What follows belongs to an exercise in optimizing a design on an open flow for small area and a short achievable clock period; a production flow would make more cautious choices. Where RTL was checked, it was by simulation tests only, not by an equivalence proof against the original. The clock port is modelled as an ideal driver; clocking choices that lean on that would not hold on a real chip. Power and IR drop assume default switching activity.

==> run a <==
==> flow/design.v <==
package dmem_pkg;
    localparam int WORD_ALIGN_BITS = 2;
    function automatic logic addr_err(input logic [31:0] addr, input int addr_bits);
        addr_err = (addr[WORD_ALIGN_BITS-1:0] != '0) ||
               ((addr >> (addr_bits + WORD_ALIGN_BITS)) != 32'd0);
    endfunction
endpackage
module dmem_rd_aoi3 (
    input  logic [2:0] d,
    input  logic [2:0] s,
    output logic       y_n
);
    assign y_n = ~((d[0] & s[0]) | (d[1] & s[1]) | (d[2] & s[2]));
endmodule
module dmem_rd_col (
    input  logic [63:0] d,
    input  logic [63:0] s,
    output logic        y
);
    logic [21:0] part_n;
    for (genvar g = 0; g < 21; g++) begin : g_aoi
        dmem_rd_aoi3 u_aoi (
            .d   (d[3*g+2:3*g]),
            .s   (s[3*g+2:3*g]),
            .y_n (part_n[g])
        );
    end
    assign part_n[21] = ~(d[63] & s[63]);
    assign y = ~(&part_n);
endmodule
module dmem_wait_responder #(
    parameter int ADDR_BITS = 6,
    parameter int LATENCY   = 2,
    parameter int DATA_W    = 32
) (
    input  logic              clk,
    input  logic              reset,
    input  logic              req,
    input  logic              we,
    input  logic [31:0]       addr,
    input  logic [DATA_W-1:0] wdata,
    output logic [DATA_W-1:0] rdata,
    output logic              ready,
    output logic              err,
    output logic              busy
);
    localparam int NWORDS = 1 << ADDR_BITS;
    logic                 s1, s2, s3;      
    logic                 busy_q;
    logic                 err_o;
    logic [ADDR_BITS-1:0] idx_q;
    logic                 err_q;
    logic [DATA_W-1:0]    rdata_q;
    logic [DATA_W-1:0]    mem_q [NWORDS];
    logic [NWORDS-1:0]    rsel;            
    logic [NWORDS-1:0]    wsel;            
    logic [DATA_W-1:0]    ram_rdata;
    logic                 accept;
    logic                 in_err;
    logic [ADDR_BITS-1:0] in_idx;
    assign accept = req && !busy_q && !reset;
    assign in_err = dmem_pkg::addr_err(addr, ADDR_BITS);
    assign in_idx = addr[ADDR_BITS+1:dmem_pkg::WORD_ALIGN_BITS];
    always_comb begin
        for (int w = 0; w < NWORDS; w++) begin
            rsel[w] = (idx_q == ADDR_BITS'(w)) && !err_q;
            wsel[w] = (in_idx == ADDR_BITS'(w)) && !in_err && accept && we;
        end
    end
    for (genvar b = 0; b < DATA_W; b++) begin : g_col
        logic [NWORDS-1:0] col;
        for (genvar w = 0; w < NWORDS; w++) begin : g_w
            assign col[w] = mem_q[w][b];
        end
        dmem_rd_col u_col (
            .d (col),
            .s (rsel),
            .y (ram_rdata[b])
        );
    end
    always_ff @(posedge clk) begin
        for (int w = 0; w < NWORDS; w++) begin
            if (wsel[w]) begin
                mem_q[w] <= wdata;
            end
        end
    end
    always_ff @(posedge clk) begin
        if (!busy_q) begin
            idx_q <= in_idx;
            err_q <= in_err;
        end
    end
    always_ff @(posedge clk) begin
        if (reset) begin
            s1      <= 1'b0;
            s2      <= 1'b0;
            s3      <= 1'b0;
            busy_q  <= 1'b0;
            err_o   <= 1'b0;
            rdata_q <= '0;
        end else begin
            s1     <= accept;
            s2     <= s1;
            s3     <= s2;
            busy_q <= accept || s1 || s2;
            err_o  <= s2 && err_q;
            if (s2) begin
                rdata_q <= ram_rdata;
            end
        end
    end
    assign rdata = rdata_q;
    assign ready = s3;
    assign err   = err_o;
    assign busy  = busy_q;
endmodule
==> flow/run.sh <==
#!/bin/bash
# synth_recipe.tcl (not shown) runs the flow's synth.tcl, then flattens the netlist and writes it again
# the make line also repeats each setting of config.mk as NAME=value (left out here)
make -C /OpenROAD-flow-scripts/flow DESIGN_CONFIG=/design/flow/config.mk WORK_HOME=/design/flow/orfs CLKGATE_MAP_FILE= SYNTH_SCRIPT=/design/flow/synth_recipe.tcl finish
==> flow/config.mk <==
export PLATFORM = sky130hd
export DESIGN_NAME = dmem_wait_responder
export DESIGN_NICKNAME = dmem_wait_responder
export VERILOG_FILES = /design/flow/design.v
export SDC_FILE = /design/flow/constraint.sdc
export NUM_CORES = 4
export LEC_CHECK = 0
export CAP_MARGIN = 20
export CORE_MARGIN = 2
export CORE_UTILIZATION = 40
export SETUP_SLACK_MARGIN = 2.8
export SLEW_MARGIN = 20
export SYNTH_HIERARCHICAL = 1
export SYNTH_MINIMUM_KEEP_SIZE = 0
==> flow/constraint.sdc <==
create_clock -name core_clock -period 5.5 [get_ports {clk}]
set_input_delay 1.1000 -clock core_clock [delete_from_list [all_inputs] [get_ports {clk}]]
set_output_delay 1.1000 -clock core_clock [all_outputs]
set_load 0.01 [all_outputs]
==> run b (differences from run a) <==
==> flow/design.v, changed modules only <==
module dmem_ld_mux (
    input  logic q,
    input  logic d,
    input  logic ld,
    input  logic ld_n,
    output logic y
);
    assign y = (q & ld_n) | (d & ld);
endmodule
module dmem_rd_col (
    input  logic [63:0] d,
    input  logic [63:0] s,
    input  logic        q,
    input  logic        hold,
    input  logic        take,
    output logic        y
);
    logic [21:0] part_n;
    for (genvar g = 0; g < 21; g++) begin : g_aoi
        dmem_rd_aoi3 u_aoi (
            .d   (d[3*g+2:3*g]),
            .s   (s[3*g+2:3*g]),
            .y_n (part_n[g])
        );
    end
    assign part_n[21] = ~(d[63] & s[63]);
    assign y = (q & hold) | (~(&part_n) & take);
endmodule
module dmem_wait_responder #(
    parameter int ADDR_BITS = 6,
    parameter int LATENCY   = 2,
    parameter int DATA_W    = 32
) (
    input  logic              clk,
    input  logic              reset,
    input  logic              req,
    input  logic              we,
    input  logic [31:0]       addr,
    input  logic [DATA_W-1:0] wdata,
    output logic [DATA_W-1:0] rdata,
    output logic              ready,
    output logic              err,
    output logic              busy
);
    localparam int NWORDS = 1 << ADDR_BITS;
    logic                 s1, s2, s3;      
    logic                 busy_q;
    logic                 err_o;
    logic [7:0]           hi_q;            
    logic [7:0]           lo_q;            
    logic                 err_q;
    logic                 wen_q;           
    logic [DATA_W-1:0]    wdata_q;
    logic [DATA_W-1:0]    rdata_q;
    logic [DATA_W-1:0]    rdata_d;
    logic [DATA_W-1:0]    mem_q [NWORDS];
    logic [DATA_W-1:0]    mem_d [NWORDS];
    logic [NWORDS-1:0]    rsel;            
    logic [NWORDS-1:0]    rsel_q;          
    logic [NWORDS-1:0]    wsel;            
    logic [NWORDS-1:0]    wsel_n;
    logic                 accept;
    logic                 in_err;
    logic [ADDR_BITS-1:0] in_idx;
    logic                 r_hold;
    logic                 r_take;
    assign accept = req && !busy_q && !reset;
    assign in_err = dmem_pkg::addr_err(addr, ADDR_BITS);
    assign in_idx = addr[ADDR_BITS+1:dmem_pkg::WORD_ALIGN_BITS];
    always_comb begin
        for (int w = 0; w < NWORDS; w++) begin
            rsel[w]   = hi_q[w / 8] && lo_q[w % 8];
            wsel[w]   = rsel[w] && wen_q;
            wsel_n[w] = !wsel[w];
        end
    end
    for (genvar w = 0; w < NWORDS; w++) begin : g_word
        for (genvar b = 0; b < DATA_W; b++) begin : g_bit
            dmem_ld_mux u_ld (
                .q    (mem_q[w][b]),
                .d    (wdata_q[b]),
                .ld   (wsel[w]),
                .ld_n (wsel_n[w]),
                .y    (mem_d[w][b])
            );
        end
    end
    always_ff @(posedge clk) begin
        for (int w = 0; w < NWORDS; w++) begin
            mem_q[w] <= mem_d[w];
        end
    end
    assign r_hold = !s2 && !reset;
    assign r_take = !reset;
    for (genvar b = 0; b < DATA_W; b++) begin : g_col
        logic [NWORDS-1:0] col;
        for (genvar w = 0; w < NWORDS; w++) begin : g_w
            assign col[w] = mem_q[w][b];
        end
        dmem_rd_col u_col (
            .d    (col),
            .s    (rsel_q),
            .q    (rdata_q[b]),
            .hold (r_hold),
            .take (r_take),
            .y    (rdata_d[b])
        );
    end
    always_ff @(posedge clk) begin
        rdata_q <= rdata_d;
    end
    always_ff @(posedge clk) begin
        rsel_q <= rsel & {NWORDS{s1 && !reset}};
    end
    always_ff @(posedge clk) begin
        wdata_q <= wdata;
        wen_q   <= accept && we && !in_err;
        if (!busy_q) begin
            for (int i = 0; i < 8; i++) begin
                hi_q[i] <= (in_idx[5:3] == 3'(i)) && !in_err;
                lo_q[i] <= (in_idx[2:0] == 3'(i)) && !in_err;
            end
            err_q <= in_err;
        end
    end
    always_ff @(posedge clk) begin
        if (reset) begin
            s1     <= 1'b0;
            s2     <= 1'b0;
            s3     <= 1'b0;
            busy_q <= 1'b0;
            err_o  <= 1'b0;
        end else begin
            s1     <= accept;
            s2     <= s1;
            s3     <= s2;
            busy_q <= accept || s1 || s2;
            err_o  <= s2 && err_q;
        end
    end
    assign rdata = rdata_q;
    assign ready = s3;
    assign err   = err_o;
    assign busy  = busy_q;
endmodule
==> flow/flow/run.sh (new file) <==
#!/bin/bash
# Layout flow: the standard flow (standard.sh) with two changes:
#  - the port buffers are buf_4 cells (buffer_ports -buffer_cell)
#  - CTS builds the tree from clkbuf_16 cells in larger sink clusters and adds
#    no dummy loads
# The full make output goes to flow_make.log in the work folder; ORFS's own
# per-step logs are under orfs/logs/.
set -euo pipefail
export BUFFER_PORTS_ARGS="-buffer_cell sky130_fd_sc_hd__buf_4"
export CTS_ARGS="-sink_clustering_enable -repair_clock_nets -dont_use_dummy_load -buf_list sky130_fd_sc_hd__clkbuf_16 -sink_clustering_size 30 -sink_clustering_max_diameter 60"
bash standard.sh > flow_make.log 2>&1
==> flow/standard.sh (new file) <==
#!/bin/bash
# synth_recipe.tcl (not shown) runs the flow's synth.tcl, then flattens the netlist and writes it again
# the make line also repeats each setting of config.mk as NAME=value (left out here)
make -C /OpenROAD-flow-scripts/flow DESIGN_CONFIG=/design/flow/config.mk WORK_HOME=/design/flow/orfs CLKGATE_MAP_FILE= SYNTH_SCRIPT=/design/flow/synth_recipe.tcl "${@:-finish}"
Settings changed: CORE_UTILIZATION 40 to 65.
removed: flow/run.sh
==> run c (differences from run a) <==
==> flow/design.v, changed modules only <==
module dmem_ld_mux (
    input  logic q,
    input  logic d,
    input  logic ld,
    input  logic ld_n,
    output logic y
);
    assign y = (q & ld_n) | (d & ld);
endmodule
module dmem_rd_col (
    input  logic [63:0] d,
    input  logic [63:0] s,
    input  logic        q,
    input  logic        hold,
    input  logic        take,
    output logic        y
);
    logic [21:0] part_n;
    for (genvar g = 0; g < 21; g++) begin : g_aoi
        dmem_rd_aoi3 u_aoi (
            .d   (d[3*g+2:3*g]),
            .s   (s[3*g+2:3*g]),
            .y_n (part_n[g])
        );
    end
    assign part_n[21] = ~(d[63] & s[63]);
    assign y = (q & hold) | (~(&part_n) & take);
endmodule
module dmem_wait_responder #(
    parameter int ADDR_BITS = 6,
    parameter int LATENCY   = 2,
    parameter int DATA_W    = 32
) (
    input  logic              clk,
    input  logic              reset,
    input  logic              req,
    input  logic              we,
    input  logic [31:0]       addr,
    input  logic [DATA_W-1:0] wdata,
    output logic [DATA_W-1:0] rdata,
    output logic              ready,
    output logic              err,
    output logic              busy
);
    localparam int NWORDS = 1 << ADDR_BITS;
    logic                 s1, s2, s3;      
    logic                 busy_q;
    logic                 err_o;
    logic [ADDR_BITS-1:0] idx_q;
    logic                 err_q;
    logic [DATA_W-1:0]    rdata_q;
    logic [DATA_W-1:0]    rdata_d;
    logic [DATA_W-1:0]    mem_q [NWORDS];
    logic [DATA_W-1:0]    mem_d [NWORDS];
    logic [NWORDS-1:0]    rsel;            
    logic [NWORDS-1:0]    wsel;            
    logic [NWORDS-1:0]    wsel_n;
    logic                 accept;
    logic                 in_err;
    logic [ADDR_BITS-1:0] in_idx;
    logic                 r_hold;
    logic                 r_take;
    assign accept = req && !busy_q && !reset;
    assign in_err = dmem_pkg::addr_err(addr, ADDR_BITS);
    assign in_idx = addr[ADDR_BITS+1:dmem_pkg::WORD_ALIGN_BITS];
    always_comb begin
        for (int w = 0; w < NWORDS; w++) begin
            rsel[w]   = (idx_q == ADDR_BITS'(w)) && !err_q && s2;
            wsel[w]   = (in_idx == ADDR_BITS'(w)) && !in_err && accept && we;
            wsel_n[w] = !wsel[w];
        end
    end
    for (genvar w = 0; w < NWORDS; w++) begin : g_word
        for (genvar b = 0; b < DATA_W; b++) begin : g_bit
            dmem_ld_mux u_ld (
                .q    (mem_q[w][b]),
                .d    (wdata[b]),
                .ld   (wsel[w]),
                .ld_n (wsel_n[w]),
                .y    (mem_d[w][b])
            );
        end
    end
    always_ff @(posedge clk) begin
        for (int w = 0; w < NWORDS; w++) begin
            mem_q[w] <= mem_d[w];
        end
    end
    assign r_hold = !s2 && !reset;
    assign r_take = !reset;
    for (genvar b = 0; b < DATA_W; b++) begin : g_col
        logic [NWORDS-1:0] col;
        for (genvar w = 0; w < NWORDS; w++) begin : g_w
            assign col[w] = mem_q[w][b];
        end
        dmem_rd_col u_col (
            .d    (col),
            .s    (rsel),
            .q    (rdata_q[b]),
            .hold (r_hold),
            .take (r_take),
            .y    (rdata_d[b])
        );
    end
    always_ff @(posedge clk) begin
        rdata_q <= rdata_d;
    end
    always_ff @(posedge clk) begin
        if (!busy_q) begin
            idx_q <= in_idx;
            err_q <= in_err;
        end
    end
    always_ff @(posedge clk) begin
        if (reset) begin
            s1     <= 1'b0;
            s2     <= 1'b0;
            s3     <= 1'b0;
            busy_q <= 1'b0;
            err_o  <= 1'b0;
        end else begin
            s1     <= accept;
            s2     <= s1;
            s3     <= s2;
            busy_q <= accept || s1 || s2;
            err_o  <= s2 && err_q;
        end
    end
    assign rdata = rdata_q;
    assign ready = s3;
    assign err   = err_o;
    assign busy  = busy_q;
endmodule
==> notes.md <==
* DR vias at 43160
* Top Family by Delay on Critical Path: simple AND/OR/NAND/NOR gates
* Layout net count at 4193
* Synth top area share at 0.8444
* Crit path depth at 13
* Signal buffers at 550
* PD cells at roughly 350 nW/um^2
* Outcome: no timing/DRC/antenna violations
* Synth Flop Type: edfxtp_1
* Inverters at 1
* Clock transition at path regs at roughly 70 ps
* Hold Crit Endpoint: s2$_SDFF_PP0_
That was run a.
==> notes.md <==
* Layout net count at 5997
* Top Family by Delay on Critical Path: compound AO/OA/AOI/OAI gates
* Outcome: no timing/DRC/antenna violations
* Synth Flop Type: dfxtp_1
* Synth top area share at 0.6042
* Crit path depth at 6
* Clock transition at path regs at 90 ps
* Hold Crit Endpoint: wdata_q[4]$_DFF_P_
That was run b.
==> notes.md <==
* Outcome: no timing/DRC/antenna violations
* Crit path depth at 9
* Signal buffers at 493
* Simple-gate share of the synthesized area at 0.04416
* Synth Flop Type: dfxtp_1
* Clock tree buffer depth at 3
* Layout net count at 6198
* Sequential cell power at roughly 15 mW
* PD cells at 345.8 nW/um^2
* Clock transition at path regs at roughly 70 ps
* Inverters at 3
* Mapped Cells at 5468
* Synth top area share at 0.5904
* Top Family by Delay on Critical Path: compound AO/OA/AOI/OAI gates
That was run c.
Only the layout flow was run in run a and run c; the RTL was not checked for function there.


==> fjord: inputs <==
Another version of the RTL of dmem_wait_responder (not shown whole).
==> module dmem_wait_responder, before the edit <==
module dmem_wait_responder #(
    parameter int ADDR_BITS = 6,
    parameter int LATENCY   = 2,
    parameter int DATA_W    = 32
) (
    input  logic              clk,
    input  logic              reset,
    input  logic              req,
    input  logic              we,
    input  logic [31:0]       addr,
    input  logic [DATA_W-1:0] wdata,
    output logic [DATA_W-1:0] rdata,
    output logic              ready,
    output logic              err,
    output logic              busy
);
    localparam int NWORDS = 1 << ADDR_BITS;
    logic                 s1, s2, s3;      
    logic                 busy_q;
    logic                 err_o;
    logic [7:0]           hi_q;            
    logic [7:0]           lo_q;            
    logic                 err_q;
    logic [DATA_W-1:0]    rdata_q;
    logic [DATA_W-1:0]    rdata_d;
    logic [DATA_W-1:0]    mem_q [NWORDS];
    logic [DATA_W-1:0]    mem_d [NWORDS];
    logic [NWORDS-1:0]    rsel;            
    logic [NWORDS-1:0]    rsel_q;          
    logic [NWORDS-1:0]    wsel;            
    logic [NWORDS-1:0]    wsel_n;
    logic                 accept;
    logic                 in_err;
    logic [ADDR_BITS-1:0] in_idx;
    logic                 r_hold;
    logic                 r_take;
    assign accept = req && !busy_q && !reset;
    assign in_err = dmem_pkg::addr_err(addr, ADDR_BITS);
    assign in_idx = addr[ADDR_BITS+1:dmem_pkg::WORD_ALIGN_BITS];
    always_comb begin
        for (int w = 0; w < NWORDS; w++) begin
            rsel[w]   = hi_q[w / 8] && lo_q[w % 8];
            wsel[w]   = (in_idx == ADDR_BITS'(w)) && !in_err && accept && we;
            wsel_n[w] = !wsel[w];
        end
    end
    for (genvar w = 0; w < NWORDS; w++) begin : g_word
        for (genvar b = 0; b < DATA_W; b++) begin : g_bit
            dmem_ld_mux u_ld (
                .q    (mem_q[w][b]),
                .d    (wdata[b]),
                .ld   (wsel[w]),
                .ld_n (wsel_n[w]),
                .y    (mem_d[w][b])
            );
        end
    end
    always_ff @(posedge clk) begin
        for (int w = 0; w < NWORDS; w++) begin
            mem_q[w] <= mem_d[w];
        end
    end
    assign r_hold = !s2 && !reset;
    assign r_take = s2 && !reset;
    for (genvar b = 0; b < DATA_W; b++) begin : g_col
        logic [NWORDS-1:0] col;
        for (genvar w = 0; w < NWORDS; w++) begin : g_w
            assign col[w] = mem_q[w][b];
        end
        dmem_rd_col u_col (
            .d    (col),
            .s    (rsel_q),
            .q    (rdata_q[b]),
            .hold (r_hold),
            .take (r_take),
            .y    (rdata_d[b])
        );
    end
    always_ff @(posedge clk) begin
        rdata_q <= rdata_d;
    end
    always_ff @(posedge clk) begin
        rsel_q <= rsel;
    end
    always_ff @(posedge clk) begin
        if (!busy_q) begin
            for (int i = 0; i < 8; i++) begin
                hi_q[i] <= (in_idx[5:3] == 3'(i)) && !in_err;
                lo_q[i] <= (in_idx[2:0] == 3'(i)) && !in_err;
            end
            err_q <= in_err;
        end
    end
    always_ff @(posedge clk) begin
        if (reset) begin
            s1     <= 1'b0;
            s2     <= 1'b0;
            s3     <= 1'b0;
            busy_q <= 1'b0;
            err_o  <= 1'b0;
        end else begin
            s1     <= accept;
            s2     <= s1;
            s3     <= s2;
            busy_q <= accept || s1 || s2;
            err_o  <= s2 && err_q;
        end
    end
    assign rdata = rdata_q;
    assign ready = s3;
    assign err   = err_o;
    assign busy  = busy_q;
endmodule
export LEC_CHECK = 0
export CAP_MARGIN = 20
export CORE_MARGIN = 2
export CORE_UTILIZATION = 40
export SETUP_SLACK_MARGIN = 2.8
export SLEW_MARGIN = 20
export SYNTH_HIERARCHICAL = 1
export SYNTH_MINIMUM_KEEP_SIZE = 0
create_clock -name core_clock -period 5.5 [get_ports {clk}]
standard.sh (not shown) runs the stock make flow with config.mk's settings and CLKGATE_MAP_FILE= SYNTH_SCRIPT=/design/flow/synth_recipe.tcl, a recipe that flattens the netlist after the stock synthesis.
==> flow/flow/run.sh <==
#!/bin/bash
# Layout flow: the standard flow (standard.sh) with two changes:
#  - the port buffers are buf_4 cells (buffer_ports -buffer_cell)
#  - CTS builds the tree from clkbuf_16 cells in larger sink clusters and adds
#    no dummy loads
# The full make output goes to flow_make.log in the work folder; ORFS's own
# per-step logs are under orfs/logs/.
set -euo pipefail
export BUFFER_PORTS_ARGS="-buffer_cell sky130_fd_sc_hd__buf_4"
export CTS_ARGS="-sink_clustering_enable -repair_clock_nets -dont_use_dummy_load -buf_list sky130_fd_sc_hd__clkbuf_16 -sink_clustering_size 30 -sink_clustering_max_diameter 60"
bash standard.sh > flow_make.log 2>&1
==> umber (differences from fjord) <==
--- a/flow/design.v
+++ b/flow/design.v
@@ -65,2 +65,4 @@
     logic                 err_q;
+    logic                 wen_q;           
+    logic [DATA_W-1:0]    wdata_q;
     logic [DATA_W-1:0]    rdata_q;
@@ -84,3 +86,3 @@
             rsel[w]   = hi_q[w / 8] && lo_q[w % 8];
-            wsel[w]   = (in_idx == ADDR_BITS'(w)) && !in_err && accept && we;
+            wsel[w]   = rsel[w] && wen_q;
             wsel_n[w] = !wsel[w];
@@ -92,3 +94,3 @@
                 .q    (mem_q[w][b]),
-                .d    (wdata[b]),
+                .d    (wdata_q[b]),
                 .ld   (wsel[w]),
@@ -105,3 +107,3 @@
     assign r_hold = !s2 && !reset;
-    assign r_take = s2 && !reset;
+    assign r_take = !reset;
     for (genvar b = 0; b < DATA_W; b++) begin : g_col
@@ -124,5 +126,7 @@
     always_ff @(posedge clk) begin
-        rsel_q <= rsel;
+        rsel_q <= rsel & {NWORDS{s1 && !reset}};
     end
     always_ff @(posedge clk) begin
+        wdata_q <= wdata;
+        wen_q   <= accept && we && !in_err;
         if (!busy_q) begin
==> flow/flow/run.sh (replaced) <==
#!/bin/bash
# Layout flow: the standard flow (standard.sh) with these changes:
#  - the port buffers are buf_4 cells (buffer_ports -buffer_cell)
#  - CTS builds the tree from clkbuf_16 cells in larger sink clusters and adds
#    no dummy loads
#  - after CTS, flow/opt_read.tcl works along the worst path again and again:
#    it upsizes gates, and puts a buffer after a read-path AOI gate (which has
#    no larger size) that drives a long wire; it then legalizes the placement
# Each step's full output goes to its own log in the work folder; ORFS's
# per-step logs are under orfs/logs/.
set -euo pipefail
export BUFFER_PORTS_ARGS="-buffer_cell sky130_fd_sc_hd__buf_4"
export CTS_ARGS="-sink_clustering_enable -repair_clock_nets -dont_use_dummy_load -buf_list sky130_fd_sc_hd__clkbuf_16 -sink_clustering_size 30 -sink_clustering_max_diameter 60"
RES=$(grep -o "WORK_HOME=[^ ]*" standard.sh | head -1 | cut -d= -f2)/results/$FLOW_PLATFORM/dmem_wait_responder/base

bash standard.sh 4_1_cts > flow_make_1.log 2>&1
SDC=$RES/4_cts.sdc
[[ -f $SDC ]] || SDC=$RES/3_place.sdc
PLATFORM_DIR=$FLOW_HOME/platforms/$FLOW_PLATFORM ODB=$RES/4_1_cts.odb OUT=$RES/4_1_cts.odb SDC=$SDC ITERS=300 \
  openroad -no_init -exit flow/opt_read.tcl > flow_opt_read.log 2>&1
bash standard.sh > flow_make_2.log 2>&1
==> flow/flow/opt_read.tcl (new file) <==
# Post-CTS timing touch-up on the worst paths: upsizes gates, and puts a buffer
# after a gate that has no larger size when it drives a long wire.
# env: ODB (input), OUT (output), SDC, ITERS, PLATFORM_DIR
set P $::env(PLATFORM_DIR)
read_liberty $P/lib/sky130_fd_sc_hd__tt_025C_1v80.lib
read_db $::env(ODB)
read_sdc $::env(SDC)
source $P/setRC.tcl
set_propagated_clock [all_clocks]
estimate_parasitics -placement
proc wslack {} { return [sta::worst_slack_cmd max] }
puts "start wns [wslack] area [rsz::design_area]"
set sizes {1 2 4 6 8 12 16}
set tried [dict create]
set nb 0
for {set it 0} {$it < $::env(ITERS)} {incr it} {
  set w0 [wslack]
  with_output_to_variable rpt { report_checks -path_delay max -format full }
  set insts {}
  foreach line [split $rpt "\n"] {
    if {[regexp {\s(\S+)/([A-Z0-9_]+) \((sky130_fd_sc_hd__\w+)\)} $line -> in pn mm]} {
      if {[lsearch $insts $in] < 0} { lappend insts $in }
    }
  }
  regexp {Endpoint: (\S+)} $rpt -> ep
  if {[llength [get_cells -quiet $ep]]} { set epo [get_pins $ep/D] } else { set epo [get_ports $ep] }
  set e0 [get_property $epo slack_max]
  set improved 0
  foreach iname $insts {
    if {[dict exists $tried $iname]} continue
    set inst [get_cells $iname]
    set m [get_property $inst ref_name]
    if {![regexp {^(sky130_fd_sc_hd__[a-z0-9]+)_(\d+)$} $m -> base sz]} continue
    if {[string match *df* $base] || [string match *clkbuf* $base]} continue
    set best $m; set bests $e0
    foreach s $sizes {
      if {$s <= $sz} continue
      set cand ${base}_$s
      if {[llength [get_lib_cells -quiet */$cand]] == 0} continue
      replace_cell $inst $cand
      estimate_parasitics -placement
      set ws [get_property $epo slack_max]
      if {$ws > $bests + 0.005 && [wslack] >= $w0 - 1e-12} { set best $cand; set bests $ws }
    }
    replace_cell $inst $best
    estimate_parasitics -placement
    if {$best ne $m} {
      set improved 1; puts "it $it $ep: $iname $m -> $best : $bests wns [wslack]"; break
    }
    # no larger size helped: try a buffer right after it
    set onet ""
    foreach p [get_pins -of_objects $inst] { if {[get_property $p direction] eq "output"} { set onet [get_nets -of_objects $p] } }
    if {$onet ne "" && [string match *a222oi* $m]} {
      set dbi [[ord::get_db_block] findInst $iname]
      set loc [$dbi getLocation]
      set dbu [[ord::get_db_tech] getDbUnitsPerMicron]
      set xy [list [expr {[lindex $loc 0] / double($dbu)}] [expr {[lindex $loc 1] / double($dbu)}]]
      foreach bc {sky130_fd_sc_hd__buf_2 sky130_fd_sc_hd__buf_4} {
        set bname "optbuf_$nb"
        if {[catch {insert_buffer -buffer_cell $bc -net $onet -location $xy -buffer_name $bname -net_name "optnet_$nb"} err]} { puts "insert failed: $err"; break }
        if {[llength [get_cells -quiet $bname]] == 0} { puts "no buffer $bname"; break }
        estimate_parasitics -placement
        set ws [get_property $epo slack_max]
        if {$ws > $bests + 0.005 && [wslack] >= $w0 - 1e-12} {
          incr nb; set improved 1; puts "it $it $ep: buffer $bc after $iname : $ws wns [wslack]"; break
        }
        remove_buffers [get_cells $bname]
        incr nb
        if {[catch {estimate_parasitics -placement} err]} { puts "est after remove: $err" }
      }
    }
    if {$improved} break
    dict set tried $iname 1
  }
  if {!$improved} { puts "no improvement at it $it"; break }
}
puts "end wns [wslack] area [rsz::design_area]"
detailed_placement
estimate_parasitics -placement
puts "legalized wns [wslack] area [rsz::design_area]"
if {[info exists ::env(OUT)]} { write_db $::env(OUT) }
Settings changed: CORE_UTILIZATION 40 to 65.
==> reports/qor.txt <==
Compound-Gate Fraction of Synth Area: 0.351
fmax: 341 MHz
Core Area: 111000 um2
Yosys top cell area share: 0.604
Worst Tran Pin Value: 1250 ps
power per cell area: 324 nW/um2
commonest cells in the netlist: dfxtp_1 (2182), a22o_1 (2048), a222oi_1 (672)
Sw Pwr: 5610 uW
origin of the critical flop-to-flop path: rsel_q[51]$_DFF_P_
Non-clock inverters: 97
multi-input gate share of the layout cell area: 0.345
Area Growth Syn to Fin: 11.4%
P_comb: 157 uW
reg2reg end: rdata_q[23]$_DFF_P_
status: finished clean
synthesized area: 72300 um2
crit path launch: rsel_q[51]$_DFF_P_
met1 layer usage reported by global route: 0.626
the above is filed under umber

==> reports/qor.txt <==
commonest cells in the netlist: dfxtp_1 (2149), a22o_1 (2048), a222oi_1 (672)
Layout Nets: 6014
Compound-Gate Fraction of Synth Area: 0.352
Worst Tran Pin Value: 1160 ps
fmax: 328 MHz
P_comb: 688 uW
Core Area: 179000 um2
origin of the critical flop-to-flop path: rsel_q[10]$_DFF_P_
Yosys top cell area share: 0.597
status: finished clean
Sw Pwr: 5790 uW
Area Growth Syn to Fin: 14.3%
crit path launch: rsel_q[10]$_DFF_P_
synthesized area: 72100 um2
met1 layer usage reported by global route: 0.394
power per cell area: 315 nW/um2
the above is filed under fjord

## static timing again, ports no longer ideal
Ports are ideal in the flow. The routed layouts listed here were re-timed in OpenROAD. Step 1 assumes that a clkbuf_16 drives the clock port and a buf_2 every other input. Step 2 times the ports against the registers' clock, not the clock port: input delays grow and output delays shrink by t, the midpoint of the rising clock arrivals with the driver on. a / b / c = no drivers / after step 1 / after step 2; a / b = the first two.
run	shift t [ns]	setup WS [ns]	worst register clock-pin slew, ns
run a	0.919	1.959 / 1.959 / 1.810	0.07 / 0.07
run b	0.849	2.417 / 2.417 / 2.105	0.10 / 0.10
run c	0.951	1.843 / 1.843 / 1.732	0.07 / 0.07
fjord	0.866	2.452 / 2.452 / 1.887	0.11 / 0.11
umber	0.853	2.571 / 2.571 / 2.127	0.10 / 0.10
After both steps every run listed still meets setup and hold. The setup slack of fjord, which loses most, moves by 0.000 ns with the drivers and by -0.565 ns with both steps.
